Source: an optimization exercise on an open RTL-to-GDS flow (aim: small area, a short achievable clock period and few clock cycles). Production flows keep margins and buffers that such runs may drop.
At most, simulation tests tie the RTL to the original design; equivalence was not proved.
For run 1, only the layout was checked, not whether the RTL still works.
Power is estimated from default activity; no workload was simulated. The clock port is modelled as an ideal driver; clocking choices that lean on that would not hold on a real chip.

[flow/flow/run.sh]
#!/bin/bash
# Standard layout with plain buffers on the ports and no CTS dummy loads.
set -euo pipefail
export BUFFER_PORTS_ARGS="-buffer_cell sky130_fd_sc_hd__buf_2"
export CTS_ARGS="-sink_clustering_enable -repair_clock_nets -dont_use_dummy_load -sink_clustering_size 30 -sink_clustering_max_diameter 100"
bash standard.sh > standard.log 2>&1
[flow/standard.sh]
#!/bin/bash
# synth_recipe.tcl (not shown) runs the flow's synth.tcl, then flattens the netlist and writes it again
# the make line also repeats each setting of config.mk as NAME=value (left out here)
make -C /OpenROAD-flow-scripts/flow DESIGN_CONFIG=/design/flow/config.mk WORK_HOME=/design/flow/orfs CLKGATE_MAP_FILE= SYNTH_SCRIPT=/design/flow/synth_recipe.tcl "${@:-finish}"
[flow/config.mk]
export PLATFORM = sky130hd
export DESIGN_NAME = box3x3_star_detect_top
export DESIGN_NICKNAME = box3x3_star_detect_top
export VERILOG_FILES = /design/flow/design.v
export SDC_FILE = /design/flow/constraint.sdc
export NUM_CORES = 4
export LEC_CHECK = 0
export CAP_MARGIN = 20
export CORE_MARGIN = 2
export CORE_UTILIZATION = 70
export CTS_CLUSTER_DIAMETER = 100
export CTS_CLUSTER_SIZE = 30
export SETUP_SLACK_MARGIN = 3.2
export SLEW_MARGIN = 20
[flow/constraint.sdc]
create_clock -name core_clock -period 5.5 [get_ports {clock}]
set_input_delay 1.1000 -clock core_clock [delete_from_list [all_inputs] [get_ports {clock}]]
set_output_delay 1.1000 -clock core_clock [all_outputs]
set_load 0.01 [all_outputs]
[flow/design.v]
package b3sd_pkg;
   localparam int MAX_WIDTH = 128;
   localparam int MAX_ROWS  = 1024;
   localparam int MIN_DIM   = 3;
   localparam int PIX_W   = 5;
   localparam int COL_W   = $clog2(MAX_WIDTH);
   localparam int ROW_W   = $clog2(MAX_ROWS);
   localparam int RW_W    = 8;
   localparam int FR_W    = 11;
   localparam int LVL_W   = 5;
   localparam int SUM_W   = 9;
   localparam int THR_W   = 10;
   localparam int CSR_IDX_W  = 2;
   localparam int CSR_DATA_W = 11;
   localparam int NINE = 9;
   localparam logic [CSR_IDX_W-1:0] REG_ROW_WIDTH  = 2'd0;
   localparam logic [CSR_IDX_W-1:0] REG_FRAME_ROWS = 2'd1;
   localparam logic [CSR_IDX_W-1:0] REG_STAR_LEVEL = 2'd2;
   localparam logic [RW_W-1:0]  ROW_WIDTH_RST  = 8'd80;
   localparam logic [FR_W-1:0]  FRAME_ROWS_RST = 11'd20;
   localparam logic [LVL_W-1:0] STAR_LEVEL_RST = 5'd10;
   typedef struct packed {
      logic [PIX_W-1:0] top;
      logic [PIX_W-1:0] mid;
   } line_word_type;
   typedef struct packed {
      logic             en;
      logic [COL_W-1:0] addr;
      line_word_type    data;
   } line_wr_type;
endpackage
module b3sd_line_ram (
   input  logic                         clock,
   input  logic                         wr_en,
   input  logic [b3sd_pkg::PIX_W-1:0]   wr_pixel,
   output logic [2*b3sd_pkg::PIX_W-1:0] rd_data,
   output logic [2*b3sd_pkg::PIX_W-1:0] nx_data
);
   localparam int PIX_W  = b3sd_pkg::PIX_W;
   localparam int WORD_W = 2 * PIX_W;
   localparam int SLOTS  = b3sd_pkg::MAX_WIDTH;
   logic [WORD_W-1:0] slot [SLOTS];
   always_ff @(posedge clock) begin
      slot[0] <= wr_en ? {slot[SLOTS-1][PIX_W-1:0], wr_pixel} : slot[SLOTS-1];
   end
   for (genvar i = 1; i < SLOTS; i++) begin : g_slot
      always_ff @(posedge clock) begin
         slot[i] <= slot[i-1];
      end
   end
   assign rd_data = slot[SLOTS-1];
   assign nx_data = slot[SLOTS-2];
endmodule
module box3x3_star_detect_top (
   input  logic                           clock,
   input  logic                           reset,
   input  logic                           req_valid,
   output logic                           req_ready,
   input  logic [b3sd_pkg::PIX_W-1:0]     req_pixel,
   output logic                           rsp_valid,
   input  logic                           rsp_ready,
   output logic                           rsp_star,
   output logic                           rsp_end_of_row,
   output logic                           rsp_end_of_frame,
   input  logic                           csr_valid,
   output logic                           csr_ready,
   input  logic [b3sd_pkg::CSR_IDX_W-1:0] csr_index,
   input  logic [b3sd_pkg::CSR_DATA_W-1:0] csr_data
);
   localparam int PIX_W  = b3sd_pkg::PIX_W;
   localparam int LVL_W  = b3sd_pkg::LVL_W;
   localparam int VS_W   = 7;    
   localparam int QDEPTH = 4;    
   localparam int CAP    = 4;    
   function automatic logic [10:0] inc11(input logic [10:0] x);
      logic [10:0] p;
      p = x;
      for (int d = 1; d < 11; d = d * 2) begin
         for (int i = 10; i >= d; i--) begin
            p[i] = p[i] & p[i-d];
         end
      end
      inc11 = x ^ {p[9:0], 1'b1};
   endfunction
   function automatic logic [10:0] dec11(input logic [10:0] x);
      logic [10:0] p;
      p = ~x;
      for (int d = 1; d < 11; d = d * 2) begin
         for (int i = 10; i >= d; i--) begin
            p[i] = p[i] & p[i-d];
         end
      end
      dec11 = x ^ {p[9:0], 1'b1};
   endfunction
   function automatic logic carry10(input logic [9:0] a, input logic [9:0] b);
      logic [9:0] g, p;
      g = a & b;
      p = a ^ b;
      for (int d = 1; d < 10; d = d * 2) begin
         for (int i = 9; i >= d; i--) begin
            g[i] = g[i] | (p[i] & g[i-d]);
            p[i] = p[i] & p[i-d];
         end
      end
      carry10 = g[9];
   endfunction
   function automatic logic [6:0] add7(input logic [6:0] a, input logic [6:0] b);
      logic [6:0] g, p, h;
      g = a & b;
      p = a ^ b;
      h = p;
      for (int d = 1; d < 7; d = d * 2) begin
         for (int i = 6; i >= d; i--) begin
            g[i] = g[i] | (p[i] & g[i-d]);
            p[i] = p[i] & p[i-d];
         end
      end
      add7 = h ^ {g[5:0], 1'b0};
   endfunction
   function automatic logic [7:0] add8(input logic [7:0] a, input logic [7:0] b);
      logic [7:0] g, p, h;
      g = a & b;
      p = a ^ b;
      h = p;
      for (int d = 1; d < 8; d = d * 2) begin
         for (int i = 7; i >= d; i--) begin
            g[i] = g[i] | (p[i] & g[i-d]);
            p[i] = p[i] & p[i-d];
         end
      end
      add8 = h ^ {g[6:0], 1'b0};
   endfunction
   logic [6:0]       wm1_ff;     
   logic [9:0]       hm1_ff;     
   logic [LVL_W-1:0] lvl_ff;
   logic [6:0]       wm1_in;
   logic [9:0]       hm1_in;
   logic [10:0]      data_dec;
   logic                            csr_v_q;
   logic [b3sd_pkg::CSR_IDX_W-1:0]  csr_idx_q;
   logic [b3sd_pkg::CSR_DATA_W-1:0] csr_data_q;
   assign csr_ready = 1'b1;
   always_ff @(posedge clock) begin
      csr_v_q    <= csr_valid && !reset;
      csr_idx_q  <= csr_index;
      csr_data_q <= csr_data;
   end
   assign data_dec  = dec11(csr_data_q);
   always_comb begin
      if (csr_data_q[7:0] < 8'd3) begin
         wm1_in = 7'd2;
      end else if (csr_data_q[7:0] > 8'd128) begin
         wm1_in = 7'd127;
      end else begin
         wm1_in = data_dec[6:0];
      end
      if (csr_data_q < 11'd3) begin
         hm1_in = 10'd2;
      end else if (csr_data_q > 11'd1024) begin
         hm1_in = 10'd1023;
      end else begin
         hm1_in = data_dec[9:0];
      end
   end
   always_ff @(posedge clock) begin
      if (reset) begin
         wm1_ff <= 7'd79;
         hm1_ff <= 10'd19;
         lvl_ff <= LVL_W'(10);
      end else if (csr_v_q) begin
         case (csr_idx_q)
            b3sd_pkg::REG_ROW_WIDTH:  wm1_ff <= wm1_in;
            b3sd_pkg::REG_FRAME_ROWS: hm1_ff <= hm1_in;
            b3sd_pkg::REG_STAR_LEVEL: lvl_ff <= csr_data_q[LVL_W-1:0];
            default: ;
         endcase
      end
   end
   logic        rdy_ff;
   logic        accept;
   logic [7:0]  c1_ff;       
   logic [10:0] r1_ff;       
   logic        lc_ff;       
   logic        lr_ff;       
   logic        c1_ge, c1_eq, r1_ge, r1_eq;
   logic        org_ff;      
   logic [6:0]  due_ff;      
   logic        interior;
   logic [10:0] c1_inc_w, due_inc_w;
   logic [7:0]  c1_inc;
   logic [10:0] r1_inc;
   logic [2*PIX_W-1:0] rd_word, nx_word;
   assign accept    = req_valid && rdy_ff;
   assign interior  = (c1_ff >= 8'd3) && (r1_ff >= 11'd3);
   assign c1_ge     = c1_ff >= {1'b0, wm1_ff};
   assign c1_eq     = c1_ff == {1'b0, wm1_ff};
   assign r1_ge     = r1_ff >= {1'b0, hm1_ff};
   assign r1_eq     = r1_ff == {1'b0, hm1_ff};
   assign c1_inc_w  = inc11({3'b0, c1_ff});
   assign c1_inc    = c1_inc_w[7:0];
   assign r1_inc    = inc11(r1_ff);
   assign due_inc_w = inc11({4'b0, due_ff});
   always_ff @(posedge clock) begin
      if (reset) begin
         c1_ff <= 8'd1;
         r1_ff <= 11'd1;
      end else if (accept) begin
         if (lc_ff) begin
            c1_ff <= 8'd1;
            r1_ff <= lr_ff ? 11'd1 : r1_inc;
         end else begin
            c1_ff <= c1_inc;
         end
      end
   end
   always_ff @(posedge clock) begin
      if (reset) begin
         lc_ff  <= 1'b0;
         lr_ff  <= 1'b0;
         org_ff <= 1'b1;
      end else if (accept) begin
         lc_ff  <= !lc_ff && c1_ge;
         lr_ff  <= lc_ff ? (!lr_ff && r1_ge) : lr_ff;
         org_ff <= lc_ff && lr_ff;
      end else begin
         lc_ff  <= c1_ge && !c1_eq;
         lr_ff  <= r1_ge && !r1_eq;
      end
   end
   always_ff @(posedge clock) begin
      due_ff <= (accept && org_ff) ? 7'd3 : due_inc_w[6:0];
   end
   b3sd_line_ram u_line_ram (
      .clock    (clock),
      .wr_en    (accept),
      .wr_pixel (req_pixel),
      .rd_data  (rd_word),
      .nx_data  (nx_word)
   );
   logic             s1_v, s1_r, s1_eor, s1_eof;
   logic [VS_W-1:0]  s1_vs;
   logic [VS_W-1:0]  v1_ff;    
   logic [7:0]       p_ff;     
   logic [9:0]       k_lvl, k_w;
   logic [10:0]      st_s, st_c;
   logic             star;
   logic [5:0] tm_ff;
   logic [6:0] tm_w;
   assign tm_w = add7(7'(nx_word[2*PIX_W-1:PIX_W]), 7'(nx_word[PIX_W-1:0]));
   always_ff @(posedge clock) begin
      tm_ff <= tm_w[5:0];
   end
   always_ff @(posedge clock) begin
      s1_v   <= accept;
      s1_r   <= accept && interior && !reset;
      s1_eor <= lc_ff;
      s1_eof <= lc_ff && lr_ff;
      s1_vs  <= add7(7'(tm_ff), 7'(req_pixel));
   end
   always_ff @(posedge clock) begin
      if (s1_v) begin
         v1_ff <= s1_vs;
         p_ff  <= add8({1'b0, s1_vs}, {1'b0, v1_ff});
      end
   end
   always_ff @(posedge clock) begin
      k_lvl <= k_w;
   end
   always_comb begin
      case (lvl_ff)
         5'd0: k_w = 10'd1015;
         5'd1: k_w = 10'd1006;
         5'd2: k_w = 10'd997;
         5'd3: k_w = 10'd988;
         5'd4: k_w = 10'd979;
         5'd5: k_w = 10'd970;
         5'd6: k_w = 10'd961;
         5'd7: k_w = 10'd952;
         5'd8: k_w = 10'd943;
         5'd9: k_w = 10'd934;
         5'd10: k_w = 10'd925;
         5'd11: k_w = 10'd916;
         5'd12: k_w = 10'd907;
         5'd13: k_w = 10'd898;
         5'd14: k_w = 10'd889;
         5'd15: k_w = 10'd880;
         5'd16: k_w = 10'd871;
         5'd17: k_w = 10'd862;
         5'd18: k_w = 10'd853;
         5'd19: k_w = 10'd844;
         5'd20: k_w = 10'd835;
         5'd21: k_w = 10'd826;
         5'd22: k_w = 10'd817;
         5'd23: k_w = 10'd808;
         5'd24: k_w = 10'd799;
         5'd25: k_w = 10'd790;
         5'd26: k_w = 10'd781;
         5'd27: k_w = 10'd772;
         5'd28: k_w = 10'd763;
         5'd29: k_w = 10'd754;
         5'd30: k_w = 10'd745;
         5'd31: k_w = 10'd736;
         default: k_w = 10'd1015;
      endcase
   end
   assign st_s = 11'(s1_vs) ^ 11'(p_ff) ^ 11'(k_lvl);
   assign st_c = {(10'(s1_vs) & 10'(p_ff)) | (10'(s1_vs) & k_lvl) | (10'(p_ff) & k_lvl), 1'b0};
   assign star = st_s[10] ^ st_c[10] ^ carry10(st_s[9:0], st_c[9:0]);
   logic s2_r, s2_star, s2_eor, s2_eof;
   always_ff @(posedge clock) begin
      s2_r    <= s1_r && !reset;
      s2_star <= star;
      s2_eor  <= s1_eor;
      s2_eof  <= s1_eof;
   end
   logic [QDEPTH-1:0] qv_ff;                  
   logic [2:0]        qe_ff [QDEPTH];
   logic              ovn_ff;                 
   logic [2:0]        oc_ff;                  
   logic [2:0]        oc_in;
   logic [QDEPTH-1:0] sv;
   logic [2:0]        se [QDEPTH];
   logic [2:0]        res_w;
   logic              pop, push;
   logic [QDEPTH-1:0] wh;
   assign res_w = {s2_star, s2_eor, s2_eof};
   assign pop   = qv_ff[0] && rsp_ready;
   assign push  = s2_r;
   always_comb begin
      for (int i = 0; i < QDEPTH; i++) begin
         if (i == QDEPTH - 1) begin
            sv[i] = pop ? 1'b0 : qv_ff[i];
            se[i] = qe_ff[i];
         end else begin
            sv[i] = pop ? qv_ff[i+1] : qv_ff[i];
            se[i] = pop ? qe_ff[i+1] : qe_ff[i];
         end
         wh[i] = push && !sv[i] && ((i == 0) || sv[(i == 0) ? 0 : i-1]);
      end
   end
   always_ff @(posedge clock) begin
      for (int i = 0; i < QDEPTH; i++) begin
         qe_ff[i] <= wh[i] ? res_w : se[i];
      end
   end
   always_comb begin
      if (pop) begin
         oc_in = (push && !qv_ff[1]) ? res_w : qe_ff[1];
      end else begin
         oc_in = (push && !qv_ff[0]) ? res_w : qe_ff[0];
      end
   end
   always_ff @(posedge clock) begin
      oc_ff <= oc_in;
   end
   always_ff @(posedge clock) begin
      if (reset) begin
         qv_ff  <= '0;
         ovn_ff <= 1'b1;
      end else begin
         qv_ff <= sv | wh;
         ovn_ff <= !(sv[0] || wh[0]);
      end
   end
   logic [CAP-1:0] cr_ff;
   logic [CAP-1:0] cr_in;
   logic           rdy_out_ff;    
   logic           due_a, due_n, rdy_in;
   logic           tok_a;                  
   logic [CAP-1:0] cr_dn, cr_up, cr_00, cr_01, cr_10, cr_11;
   assign tok_a = rdy_ff && interior;
   assign cr_dn = {1'b0, cr_ff[CAP-1:1]};
   assign cr_up = {cr_ff[CAP-2:0], 1'b1};
   assign cr_00 = cr_ff;
   assign cr_01 = qv_ff[0] ? cr_up : cr_ff;
   assign cr_10 = tok_a ? cr_dn : cr_ff;
   assign cr_11 = tok_a ? (qv_ff[0] ? cr_ff : cr_dn) : (qv_ff[0] ? cr_up : cr_ff);
   always_comb begin
      if (req_valid) begin
         cr_in = rsp_ready ? cr_11 : cr_10;
      end else begin
         cr_in = rsp_ready ? cr_01 : cr_00;
      end
   end
   assign due_a  = !lc_ff || lr_ff || c1_ff[7];
   assign due_n  = org_ff || (due_ff == c1_ff[6:0]);
   logic pv11, pv10, pv01, pv00;
   logic room_a1, room_a0;
   assign room_a1 = interior ? cr_ff[0] : 1'b1;            
   assign room_a0 = interior ? cr_ff[1] : cr_ff[0];        
   assign pv11 = rdy_ff ? (qv_ff[0] ? (due_a && room_a1) : (due_a && room_a0))
                        : (qv_ff[0] ? due_n : (due_n && cr_ff[0]));
   assign pv10 = rdy_ff ? (due_a && room_a0) : (due_n && cr_ff[0]);
   assign pv01 = qv_ff[0] ? due_n : (due_n && cr_ff[0]);
   assign pv00 = due_n && cr_ff[0];
   always_comb begin
      if (csr_valid || csr_v_q) begin
         rdy_in = 1'b0;
      end else if (req_valid) begin
         rdy_in = rsp_ready ? pv11 : pv10;
      end else begin
         rdy_in = rsp_ready ? pv01 : pv00;
      end
   end
   always_ff @(posedge clock) begin
      if (reset) begin
         cr_ff      <= '1;
         rdy_ff     <= 1'b1;
         rdy_out_ff <= 1'b1;
      end else begin
         cr_ff      <= cr_in;
         rdy_ff     <= rdy_in;
         rdy_out_ff <= rsp_ready ? (!(csr_valid || csr_v_q) && (req_valid ? pv11 : pv01))
                                 : (!(csr_valid || csr_v_q) && (req_valid ? pv10 : pv00));
      end
   end
   assign req_ready        = rdy_out_ff;
   assign rsp_valid        = !ovn_ff;
   assign rsp_star         = oc_ff[2];
   assign rsp_end_of_row   = oc_ff[1];
   assign rsp_end_of_frame = oc_ff[0];
endmodule
==> impl_results.md, run 1 <==
- Status: timing/DRC/antenna clean
- Setup total negative slack: 0 ns
- Worst min-delay path class: flip-flop to flip-flop
- Row count: 78
- Crit path max-delay family: flip-flops
- Total congestion overflow: 0
- Post-synth cell types: 71
- Most common cell after layout, fill and taps aside: dfxtp_1
- DIE AREA: 48000 sq um
- Total number of vias: 12900
- Min Hold Slack: 0.268 ns
- TritonCTS Buffers: 53
- H-Tree Depth: 2
- Mux cell area share after synthesis: 0.00436
- Design area: 34500 sq um
- 1st-iter DRT viols: 913
- Adder-cell share of the synthesized area: 0.0271
- Number of synthesized register bits: 1416
- Number of routed nets with antenna violations: 0
- Clk latency of the worst-skew pair: 0.65 ns
- Synth Flop Type: dfxtp_1
- Slew margin rel.: 0.550
- Worst-path clk slew: 0.11 ns
- WL met1: 23100 um
- CP required: 4.40 ns
- Ratio of final minimum period to clock period: 0.395
- Met3 Wirelength: 1640 um
- NumNets Final: 2121
- Initial antenna violation count: 6
- Total Routed Length: 48900 um
- Critical-path cell list: inv_1 > buf_2
- Routed met2 length: 23300 um
- Post-DP HPWL: 23500 um
- Synth Area in XOR/XNOR: 0.0103
- Buf/Inv on CP: 2
- Setup WS pre-CTS: 2.52 ns
- Power Density: 445 nW/um^2
- Clk buf depth: 3
- RSZ-0062 raised after global routing: no
- Worst-Margin Slew: 0.675 ns
- Placed Instance Area: 33200 sq um
- Cell total after placement: 2579
- EDFF count, synth: 27
- Crit path time final: 2.17 ns
- Sequential area share after synthesis: 0.883
- Startpoint Class: flip-flop
- Via density: 4.89
- Die X: 219 um
- Synth Area in Compound Gates: 0.0300
- Skew final: 0.0579 ns
- DR top layer: met4
- Leak Pwr: 0.0140 uW
- Max cap viols: 0
- Critical Path Fanout Max: 1
- Share of post-route cells with drive strength above 1: 0.0546
- Vias in the first global route: 13500
- RePlAce Congestion: 0.774
- Final Hold Viols: 0
- # setup viols final: 0
- Port bufs: 27
- Finished Layout Cells: 2632
- Area grow syn2layout: 6.54%
- Worst EP arrival: 1.07 ns
- Post-synthesis cell count: 1975
- CTS tree: yes
- Post-Synth Simple-Gate Area: 0.0345
- # diodes: 0
- Avg Synthesized Cell Area: 16.4 sq um
- DRC: 0
- Die height: 219 um
- Core outline area: 45600 sq um
- Largest family of logic cells by synthesized area: simple AND/OR/NAND/NOR gates
- IO Pins: 29
- YS warnings: 5
- Worst vdd ir: 0.436 mV
- Crit Path Category: flip-flop to primary output
- Slowest cell on crit path: dfxtp_1
- Most frequent cells in the layout: dfxtp_1 (1389), nand2_1 (66), inv_1 (61), ha_1 (55), clkbuf_16 (53)
- Peak Freq: 0.460 GHz
- Final Max Slew Viols: 0
- Starting Density: 0.711
- GRT Overall Usage: 0.212
- First-pass GRT wire length: 76900 um
- Cell Area, Synth: 32400 sq um
- Endpoint type of the worst setup path: primary output
- CTS Root Cell: clkbuf_16
- Final worst setup slack: 3.33 ns
- Syn_nets: 2062
- Asr flop ratio synth: 0
- Largest stage delay on the critical path: 0.33 ns
- Fillers: 2409
- Largest net degree at the start of global routing: 35
- Wirelength per Cell: 18.6 um
- Clock sinks: 1416
- First-pass iteration count of the detailed router: 5
path summary, 6_finish.rpt:
kind	startpoint	end	slack, ns	cells after the start
max	ovn_ff	rsp_valid	3.33	2
min reg2reg	u_line_ram.slot[56][5]	u_line_ram.slot[57][5]	0.27	0
min	u_line_ram.slot[56][5]	u_line_ram.slot[57][5]	0.27	0
max reg2reg	csr_data_q[2]	hm1_ff[4]	3.39	4
timing repair:
action,in CTS,in global routing
setup buffers,0,0
hold buffers,0,0
gates cloned,0,0
hold endpoints to repair,0,0
setup endpoints to repair,1,3
gates resized for setup,1,2
routing by layer:
metal	GRT usage	vias to the layer above
li1	-	6424
met4	0.0523	0
met5	0	-
met1	0.300	6203
met2	0.349	193
met3	0.0294	58
cells in the mapped netlist, drive strengths merged, types with 8 or more instances:
master | n | area, sq um
mux2 | 9 | 101
nand2 | 67 | 251
a21o | 12 | 90.1
fa | 9 | 180
and3 | 11 | 68.8
nor3 | 12 | 60.1
xnor2 | 18 | 158
dfxtp | 1389 | 27800
clkbuf | 17 | 63.8
o21ai | 20 | 100
nand4 | 9 | 56.3
ha | 55 | 688
inv | 61 | 229
a21oi | 35 | 175
edfxtp | 27 | 811
xor2 | 20 | 175
a211oi | 8 | 60.1
nand3 | 21 | 105
nor2 | 43 | 161
kinds of logic after synthesis:
family,count (synthesis)
AO/OA/AOI/OAI,137
XOR/XNOR,38
adder cells (fa/ha/maj),65
buffers and inverters,84
flip-flops,1416
multiplexers,13
other,1
AND/OR/NAND/NOR,221
area by class of cell:
type                    count  area, sq um  share of cell area
flip-flops and latches   1416        28600               0.829
well taps                 600          751              0.0217
multi-input cells         475         3460               0.100
repair buffers             27          135             0.00391
inverters                  61          229             0.00663
clock buffers              53         1330              0.0384
through the flow:
step                      power (uW)  utilization
after floorplan                10900            -
after global placement         11000        0.728
after detailed placement       11000        0.728
after CTS                      15500        0.757
after global routing           15800        0.757
final                          15400        0.757
worst register-to-register path, cell delays in order (launching register included):
cell,delay (ns)
dfxtp_1,0.39
or4_4,0.61
o41ai_4,0.55
nand2_1,0.12
a221o_1,0.33
registers in the layout, summed over array words and instances, names as in the netlist, 2 cells and up:
signal and count:
oc_ff 3, u_line_ram.slot 1280, c1_ff 8, s1_vs 7, qe_ff 12, k_lvl 9, cr_ff 4, wm1_ff 7
due_ff 7, v1_ff 7, tm_ff 6, csr_data_q 11, qv_ff 4, lvl_ff 5, csr_idx_q 2, r1_ff 11
hm1_ff 10, p_ff 8
report_power, final:
group	internal (uW)	total, uW	switching (uW)	leakage, uW
logic	97.5	220	122	0.00186
registers	10500	10600	99.0	0.0115
clock network	1740	4590	2850	0.000653
total	12300	15400	3070	0.0140
==> inputs of run 2 (changes only) <==
--- a/flow/design.v
+++ b/flow/design.v
@@ -315,38 +315,45 @@
    end
    logic [QDEPTH-1:0] qv_ff;                  
+   logic              qvn0_ff;                
+   logic              ov_ff;                  
+   logic [QDEPTH-1:0] qv;
    logic [2:0]        qe_ff [QDEPTH];
-   logic              ovn_ff;                 
    logic [2:0]        oc_ff;                  
    logic [2:0]        oc_in;
-   logic [QDEPTH-1:0] sv;
-   logic [2:0]        se [QDEPTH];
    logic [2:0]        res_w;
    logic              pop, push;
-   logic [QDEPTH-1:0] wh;
+   logic [QDEPTH-1:0] sv_p, wh_p, nv_p, wh_n, nv_n, nv;
+   logic [2:0]        qe_p [QDEPTH];
+   logic [2:0]        qe_n [QDEPTH];
+   logic [2:0]        qe_in [QDEPTH];
    assign res_w = {s2_star, s2_eor, s2_eof};
-   assign pop   = qv_ff[0] && rsp_ready;
+   assign qv    = {qv_ff[QDEPTH-1:1], !qvn0_ff};
+   assign pop   = qv[0] && rsp_ready;
    assign push  = s2_r;
    always_comb begin
       for (int i = 0; i < QDEPTH; i++) begin
-         if (i == QDEPTH - 1) begin
-            sv[i] = pop ? 1'b0 : qv_ff[i];
-            se[i] = qe_ff[i];
-         end else begin
-            sv[i] = pop ? qv_ff[i+1] : qv_ff[i];
-            se[i] = pop ? qe_ff[i+1] : qe_ff[i];
-         end
-         wh[i] = push && !sv[i] && ((i == 0) || sv[(i == 0) ? 0 : i-1]);
+         sv_p[i] = (i == QDEPTH - 1) ? 1'b0 : qv[(i == QDEPTH - 1) ? i : i+1];
+      end
+      for (int i = 0; i < QDEPTH; i++) begin
+         wh_p[i] = push && !sv_p[i] && ((i == 0) || sv_p[(i == 0) ? 0 : i-1]);
+         wh_n[i] = push && !qv[i] && ((i == 0) || qv[(i == 0) ? 0 : i-1]);
+         nv_p[i] = sv_p[i] || wh_p[i];
+         nv_n[i] = qv[i] || wh_n[i];
+         qe_p[i] = wh_p[i] ? res_w : qe_ff[(i == QDEPTH - 1) ? i : i+1];
+         qe_n[i] = wh_n[i] ? res_w : qe_ff[i];
+         nv[i]    = rsp_ready ? (qv[0] ? nv_p[i] : nv_n[i]) : nv_n[i];
+         qe_in[i] = rsp_ready ? (qv[0] ? qe_p[i] : qe_n[i]) : qe_n[i];
       end
    end
    always_ff @(posedge clock) begin
       for (int i = 0; i < QDEPTH; i++) begin
-         qe_ff[i] <= wh[i] ? res_w : se[i];
+         qe_ff[i] <= qe_in[i];
       end
    end
    always_comb begin
       if (pop) begin
-         oc_in = (push && !qv_ff[1]) ? res_w : qe_ff[1];
+         oc_in = (push && !qv[1]) ? res_w : qe_ff[1];
       end else begin
-         oc_in = (push && !qv_ff[0]) ? res_w : qe_ff[0];
+         oc_in = (push && !qv[0]) ? res_w : qe_ff[0];
       end
    end
@@ -356,9 +363,11 @@
    always_ff @(posedge clock) begin
       if (reset) begin
-         qv_ff  <= '0;
-         ovn_ff <= 1'b1;
+         qv_ff   <= '0;
+         qvn0_ff <= 1'b1;
+         ov_ff   <= 1'b0;
       end else begin
-         qv_ff <= sv | wh;
-         ovn_ff <= !(sv[0] || wh[0]);
+         qv_ff   <= nv;
+         qvn0_ff <= !nv[0];
+         ov_ff   <= pop ? nv_p[0] : nv_n[0];
       end
    end
@@ -373,7 +382,7 @@
    assign cr_up = {cr_ff[CAP-2:0], 1'b1};
    assign cr_00 = cr_ff;
-   assign cr_01 = qv_ff[0] ? cr_up : cr_ff;
+   assign cr_01 = qv[0] ? cr_up : cr_ff;
    assign cr_10 = tok_a ? cr_dn : cr_ff;
-   assign cr_11 = tok_a ? (qv_ff[0] ? cr_ff : cr_dn) : (qv_ff[0] ? cr_up : cr_ff);
+   assign cr_11 = tok_a ? (qv[0] ? cr_ff : cr_dn) : (qv[0] ? cr_up : cr_ff);
    always_comb begin
       if (req_valid) begin
@@ -389,8 +398,8 @@
    assign room_a1 = interior ? cr_ff[0] : 1'b1;            
    assign room_a0 = interior ? cr_ff[1] : cr_ff[0];        
-   assign pv11 = rdy_ff ? (qv_ff[0] ? (due_a && room_a1) : (due_a && room_a0))
-                        : (qv_ff[0] ? due_n : (due_n && cr_ff[0]));
+   assign pv11 = rdy_ff ? (qv[0] ? (due_a && room_a1) : (due_a && room_a0))
+                        : (qv[0] ? due_n : (due_n && cr_ff[0]));
    assign pv10 = rdy_ff ? (due_a && room_a0) : (due_n && cr_ff[0]);
-   assign pv01 = qv_ff[0] ? due_n : (due_n && cr_ff[0]);
+   assign pv01 = qv[0] ? due_n : (due_n && cr_ff[0]);
    assign pv00 = due_n && cr_ff[0];
    always_comb begin
@@ -416,5 +425,5 @@
    end
    assign req_ready        = rdy_out_ff;
-   assign rsp_valid        = !ovn_ff;
+   assign rsp_valid        = ov_ff;
    assign rsp_star         = oc_ff[2];
    assign rsp_end_of_row   = oc_ff[1];
--- a/flow/config.mk
+++ b/flow/config.mk
@@ -9,6 +9,5 @@
 export CORE_MARGIN = 2
 export CORE_UTILIZATION = 70
-export CTS_CLUSTER_DIAMETER = 100
-export CTS_CLUSTER_SIZE = 30
+export PLACE_DENSITY = 0.72
 export SETUP_SLACK_MARGIN = 3.2
 export SLEW_MARGIN = 20
==> impl_results.md, run 2 <==
- Status: timing/DRC/antenna clean
- # hold bufs at CTS: 0
- Ratio of final minimum period to clock period: 0.407
- Post-synthesis cell count: 1969
- Largest family of logic cells by synthesized area: simple AND/OR/NAND/NOR gates
- Share of post-route cells with drive strength above 1: 0.0536
- Mux cell area share after synthesis: 0.00327
- Max FFs per register: 1280
- Max cap viols: 0
- Port bufs: 27
- IO Pins: 29
- Adder-cell share of the synthesized area: 0.0273
- Leak Pwr: 0.0140 uW
- First-pass GRT wire length: 77900 um
- Worst min-delay path class: flip-flop to flip-flop
- Top cell type's share of synthesized area: 0.870
- Most common cell after layout, fill and taps aside: dfxtp_1
- Vias in the first global route: 13700
- Worst-path clk slew: 0.11 ns
- Slew margin rel.: 0.503
- Via density: 4.82
- Largest net degree at the start of global routing: 31
- Total congestion overflow: 0
- Asr flop ratio synth: 0
- RePlAce Congestion: 0.830
- Initial antenna violation count: 5
- Die height: 218 um
- TritonCTS Buffers: 53
- Worst EP arrival: 2.73 ns
- CTS Root Cell: clkbuf_16
- Fillers: 2438
- Setup total negative slack: 0 ns
- Crit Path Category: flip-flop to flip-flop
- Startpoint Class: flip-flop
- YS warnings: 7
- Worst vdd ir: 0.413 mV
- Critical Path Fanout Max: 7
- Number of synthesized register bits: 1416
- Worst-Margin Slew: 0.739 ns
- CP required: 5.99 ns
- Clk latency of the worst-skew pair: 0.64 ns
- Clock sinks: 1416
- DRC: 0
- 1st-iter DRT viols: 664
- Post-DP HPWL: 24500 um
- Most frequent cells in the layout: dfxtp_1 (1395), nand2_1 (75), inv_1 (55), nor2_1 (55), ha_1 (55)
- Total number of vias: 12700
- Starting Density: 0.709
- Area grow syn2layout: 6.90%
- Endpoint type of the worst setup path: flip-flop
- Number of routed nets with antenna violations: 0
- NumNets Final: 2124
- Row count: 78
- Peak Freq: 0.446 GHz
- Synth Area in XOR/XNOR: 0.0125
- CTS tree: yes
- EDFF count, synth: 18
- Core outline area: 45400 sq um
- DIE AREA: 47700 sq um
- Crit path time final: 2.24 ns
- Sequential area share after synthesis: 0.887
- Synth Flop Type: dfxtp_1
- H-Tree Depth: 2
- Post-synth cell types: 65
- Skew final: 0.0558 ns
- Min Hold Slack: 0.285 ns
- Clk buf depth: 3
- Final Hold Viols: 0
- Total Routed Length: 49200 um
- Leading area contributor after synthesis: dfxtp_1
- First-pass iteration count of the detailed router: 5
- Final Max Slew Viols: 0
- Cell Area, Synth: 32200 sq um
- Synth Area in Compound Gates: 0.0295
- Largest Register: u_line_ram.slot
- Post-Synth Simple-Gate Area: 0.0317
- RSZ-0062 raised after global routing: no
- Power Density: 447 nW/um^2
- GRT Overall Usage: 0.215
- Area contributors post-synth: dfxtp_1 (87%), ha_1 (2.1%), edfxtp_1 (1.7%), nand2_1 (0.89%), xnor2_1 (0.84%)
- Syn_nets: 2056
- # setup viols final: 0
- Wirelength per Cell: 18.7 um
- Largest regs: u_line_ram.slot (1280), qe_ff (12)
- Avg Synthesized Cell Area: 16.3 sq um
- Most frequent cell after synthesis: dfxtp_1
- Die X: 218 um
- Post-synth top cells: dfxtp_1 (1398), nand2_1 (76), nor2_1 (56)
==> run 2: cell count changes after synthesis, sizes merged, moves of 7 or more <==
cell,change
o21ai,+10
nand2,+9
nor3,-8
a21oi,+7
nor2,+13
xnor2,+13
nand3,-9
dfxtp,+9
edfxtp,-9
==> run 2: where the power goes <==
part	internal (uW)	switching (uW)	total, uW
Clock	1740	2840	4580
Combinational	112	121	233
Sequential	10400	107	10500
Total	12300	3060	15400
==> run 2: cell families (layout without fill, tap and decap cells) <==
logic type,count (synthesis),in the layout
DFF,1416,1416
other,1,3
buffers and inverters,75,141
and+or+nand+nor,213,213
muxes,10,10
adders and majority gates,65,65
AOI/OAI and AO/OA,143,143
xor gates and xnor gates,46,46
==> run 2: layout make-up <==
class | count | area [sq um] | area share
antenna | 2 | 5.00 | 0.000146
clock buffer | 53 | 1330 | 0.0386
inverter | 57 | 216 | 0.00629
multi-input combinational | 478 | 3390 | 0.0987
sequential | 1416 | 28500 | 0.830
tap | 600 | 751 | 0.0218
timing repair buffer | 31 | 165 | 0.00480
==> run 2: worst max-delay path, stage by stage (launching register included) <==
cell and delay [ns]:
dfxtp_4 0.38, or4_4 0.56, or3_4 0.40, o41ai_4 0.31, buf_4 0.20, nand2_1 0.07, a22o_1 0.21
==> run 2: timing repair <==
item	in CTS	in global routing
resized for setup	3	9
pin swaps	1	2
endpoints found under the setup margin	12	16
setup buffers	0	4
==> run 2: path summary, 6_finish.rpt <==
kind / from / endpoint / slack, ns / depth (start not counted)
worst max register to register: csr_data_q[4] / hm1_ff[3] / 3.26 / 6
worst min-delay path: u_line_ram.slot[37][6] / u_line_ram.slot[38][6] / 0.29 / 0
worst min register to register: u_line_ram.slot[37][6] / u_line_ram.slot[38][6] / 0.29 / 0
worst max-delay path: csr_data_q[4] / hm1_ff[3] / 3.26 / 6
==> run 2: per-stage QoR <==
step,setup WS [ns],instance area (sq um),utilization,cells,power [uW]
4_1_cts,3.21,34300,0.756,2631,15500
3_5_place_dp,2.32,33000,0.727,2578,11000
5_1_grt,3.19,34400,0.758,2637,15800
6_report,3.26,34400,0.758,2637,15400
2_1_floorplan,3.20,32200,-,1969,10900
3_3_place_gp,2.39,33000,0.727,2578,11000
==> run 2: metal layers <==
metal  routed length [um]  global-route usage  part of all wire  vias to the layer above
li1                     -                   -                 -                     6370
met1                22700               0.294              0.46                     6110
met2                24000               0.362              0.49                      150
met3                 1430              0.0335             0.029                       80
met4                 1090              0.0601             0.022                        2
met5                   12                   0           0.00024                        -
Testbench counts of run 2, summed over its fixed seeds: cycles 49,192.
==> inputs of run 3 (changes only) <==
--- a/flow/config.mk
+++ b/flow/config.mk
@@ -10,4 +10,4 @@
 export CORE_UTILIZATION = 70
 export PLACE_DENSITY = 0.72
-export SETUP_SLACK_MARGIN = 3.2
+export SETUP_SLACK_MARGIN = 3.35
 export SLEW_MARGIN = 20
==> impl_results.md, run 3 <==
- Status: timing/DRC/antenna clean
- EDFF count, synth: 18
- Largest net degree at the start of global routing: 31
- Fillers: 2399
- Critical Path Fanout Max: 1
- Core outline area: 45400 sq um
- CTS tree: yes
- Top cell type's share of synthesized area: 0.870
- NumNets Final: 2123
- Peak Freq: 0.461 GHz
- Starting Density: 0.709
- Most frequent cells in the layout: dfxtp_1 (1392), nand2_1 (75), nor2_1 (55), inv_1 (54), ha_1 (54)
- YS warnings: 7
- # diodes: 0
- Sequential area share after synthesis: 0.887
- Largest Register: u_line_ram.slot
- Ratio of final minimum period to clock period: 0.395
- Leak Pwr: 0.0140 uW
- Post-DP HPWL: 24300 um
- GRT Overall Usage: 0.216
- Max cap viols: 0
- Worst-path clk slew: 0.11 ns
- Leading area contributor after synthesis: dfxtp_1
- Crit path time final: 2.17 ns
- Endpoint type of the worst setup path: primary output
- TritonCTS Buffers: 53
- RePlAce Congestion: 0.818
- Min Hold Slack: 0.260 ns
- Synth Flop Type: dfxtp_1
- H-Tree Depth: 2
- Buf/Inv on CP: 1
- RSZ-0062 raised after global routing: yes
- Worst EP arrival: 1.07 ns
- Wirelength per Cell: 18.7 um
- Register area: 28500 sq um
- # hold bufs at CTS: 0
- Pwr Total: 15400 uW
- Final Max Slew Viols: 0
- Slowest cell on crit path: dfxtp_2
- Via density: 4.85
- Most frequent cell after synthesis: dfxtp_1
- Post-synthesis cell count: 1969
- Vias in the first global route: 13700
- Critical-path cell list: buf_6
- Share of post-route cells with drive strength above 1: 0.0580
- Crit path max-delay family: flip-flops
- DRC: 0
- Final Hold Viols: 0
- Port bufs: 27
- Cell Area, Synth: 32200 sq um
- Total number of vias: 12800
- CTS Root Cell: clkbuf_16
- Largest stage delay on the critical path: 0.34 ns
- Worst-Margin Slew: 0.674 ns
- Post-synth cell types: 65
- Crit Path Category: flip-flop to primary output
- Clk buf depth: 3
- CP required: 4.40 ns
- Slew margin rel.: 0.550
- Number of routed nets with antenna violations: 0
- Die X: 218 um
- Largest regs: u_line_ram.slot (1280), qe_ff (12)
- Total Routed Length: 49200 um
- Total congestion overflow: 0
- Skew final: 0.0585 ns
- Area contributors post-synth: dfxtp_1 (87%), ha_1 (2.1%), edfxtp_1 (1.7%), nand2_1 (0.89%), xnor2_1 (0.84%)
- Startpoint Class: flip-flop
- Asr flop ratio synth: 0
- 1st-iter DRT viols: 850
- Worst vdd ir: 0.372 mV
- Row count: 78
- Avg Synthesized Cell Area: 16.3 sq um
- Worst min-delay path class: flip-flop to flip-flop
- # setup viols final: 0
- Syn_nets: 2056
- IO Pins: 29
- Power Density: 446 nW/um^2
- DIE AREA: 47700 sq um
- First-pass GRT wire length: 78400 um
- Number of synthesized register bits: 1416
- Max FFs per register: 1280
- Multi-input gate area: 3430 sq um
- Most common cell after layout, fill and taps aside: dfxtp_1
- Clk latency of the worst-skew pair: 0.66 ns
- Setup total negative slack: 0 ns
- Initial antenna violation count: 1
- Die height: 218 um
- Post-synth top cells: dfxtp_1 (1398), nand2_1 (76), nor2_1 (56)
- First-pass iteration count of the detailed router: 4
- Area grow syn2layout: 7.10%
- Clock sinks: 1416
run 3: cell counts after synthesis:
Identical to the previous run, type by type.
run 3: path summary, 6_finish.rpt:
| kind | cells after the start | endpoint | slack (ns) | from |
|---|---|---|---|---|
| hold reg to reg | 0 | u_line_ram.slot[72][8] | 0.26 | u_line_ram.slot[71][8] |
| setup / recovery | 1 | rsp_valid | 3.33 | ov_ff |
| setup reg to reg | 6 | hm1_ff[4] | 3.35 | csr_data_q[4] |
| hold / removal | 0 | u_line_ram.slot[72][8] | 0.26 | u_line_ram.slot[71][8] |
run 3: what timing repair did:
item	in CTS	in global routing
resized for setup	18	5
pin swaps	2	1
endpoints found under the setup margin	23	26
buffers inserted	1	2
run 3: kinds of logic after synthesis:
family / after synthesis / synth area share
flip-flops: 1416 / 0.887
AO/OA/AOI/OAI: 143 / 0.0295
other: 1 / 0.000117
buffers and inverters: 75 / 0.00887
AND/OR/NAND/NOR: 213 / 0.0317
adder cells (fa/ha/maj): 65 / 0.0273
XOR/XNOR: 46 / 0.0125
multiplexers: 10 / 0.00327
run 3: area by class of cell:
class	instances	share of cell area
sequential	1416	0.828
multi-input combinational	478	0.0995
tap	600	0.0218
clock buffer	53	0.0385
inverter	57	0.00639
timing repair buffer	30	0.00559
run 3: per-stage QoR:
step / utilization / std cells / setup slack [ns] / area (sq um)
2_1_floorplan: - / 1969 / 3.28 / 32200
3_3_place_gp: 0.728 / 2578 / 2.39 / 33000
3_5_place_dp: 0.728 / 2578 / 2.32 / 33000
4_1_cts: 0.758 / 2632 / 3.28 / 34400
5_1_grt: 0.759 / 2634 / 3.29 / 34500
6_report: 0.759 / 2634 / 3.33 / 34500
run 3: report_power, final:
group,switching [uW],internal [uW]
clock,2850,1740
combinational,125,115
sequential,104,10400
run 3: metal layers:
layer  global-route usage  wire (um)  vias up
met5                    0          0        -
met4               0.0621       1070        0
met3               0.0278       1310       67
met2                0.361      23900      158
met1                0.300      22800     6198
li1                     -          -     6364

static timing again, ports no longer ideal:
The results above use ideal ports. As a check the final layouts listed here were re-extracted and re-timed, cells and wires unchanged. Step 1: set_driving_cell puts a clkbuf_16 on clock and a buf_2 on each other input, an assumption about the parent block. Step 2 also shifts input and output timing later by t, the mid clock arrival at the registers, as if the neighbouring blocks saw the same clock. a / b / c = ideal / step 1 / step 2; a / b = the first two.
run	shift t [ns]	setup slack, ns	hold slack, ns
run 1	0.679	3.326 / 3.268 / 2.707	0.268 / 0.268 / 0.268
run 2	0.673	3.260 / 3.248 / 2.671	0.285 / 0.285 / 0.285
run 3	0.696	3.329 / 3.269 / 2.759	0.260 / 0.260 / 0.260
After both steps every run listed still meets setup and hold. For run 1, which loses most, drivers alone change the setup slack by -0.058 ns; drivers and shift together by -0.619 ns.
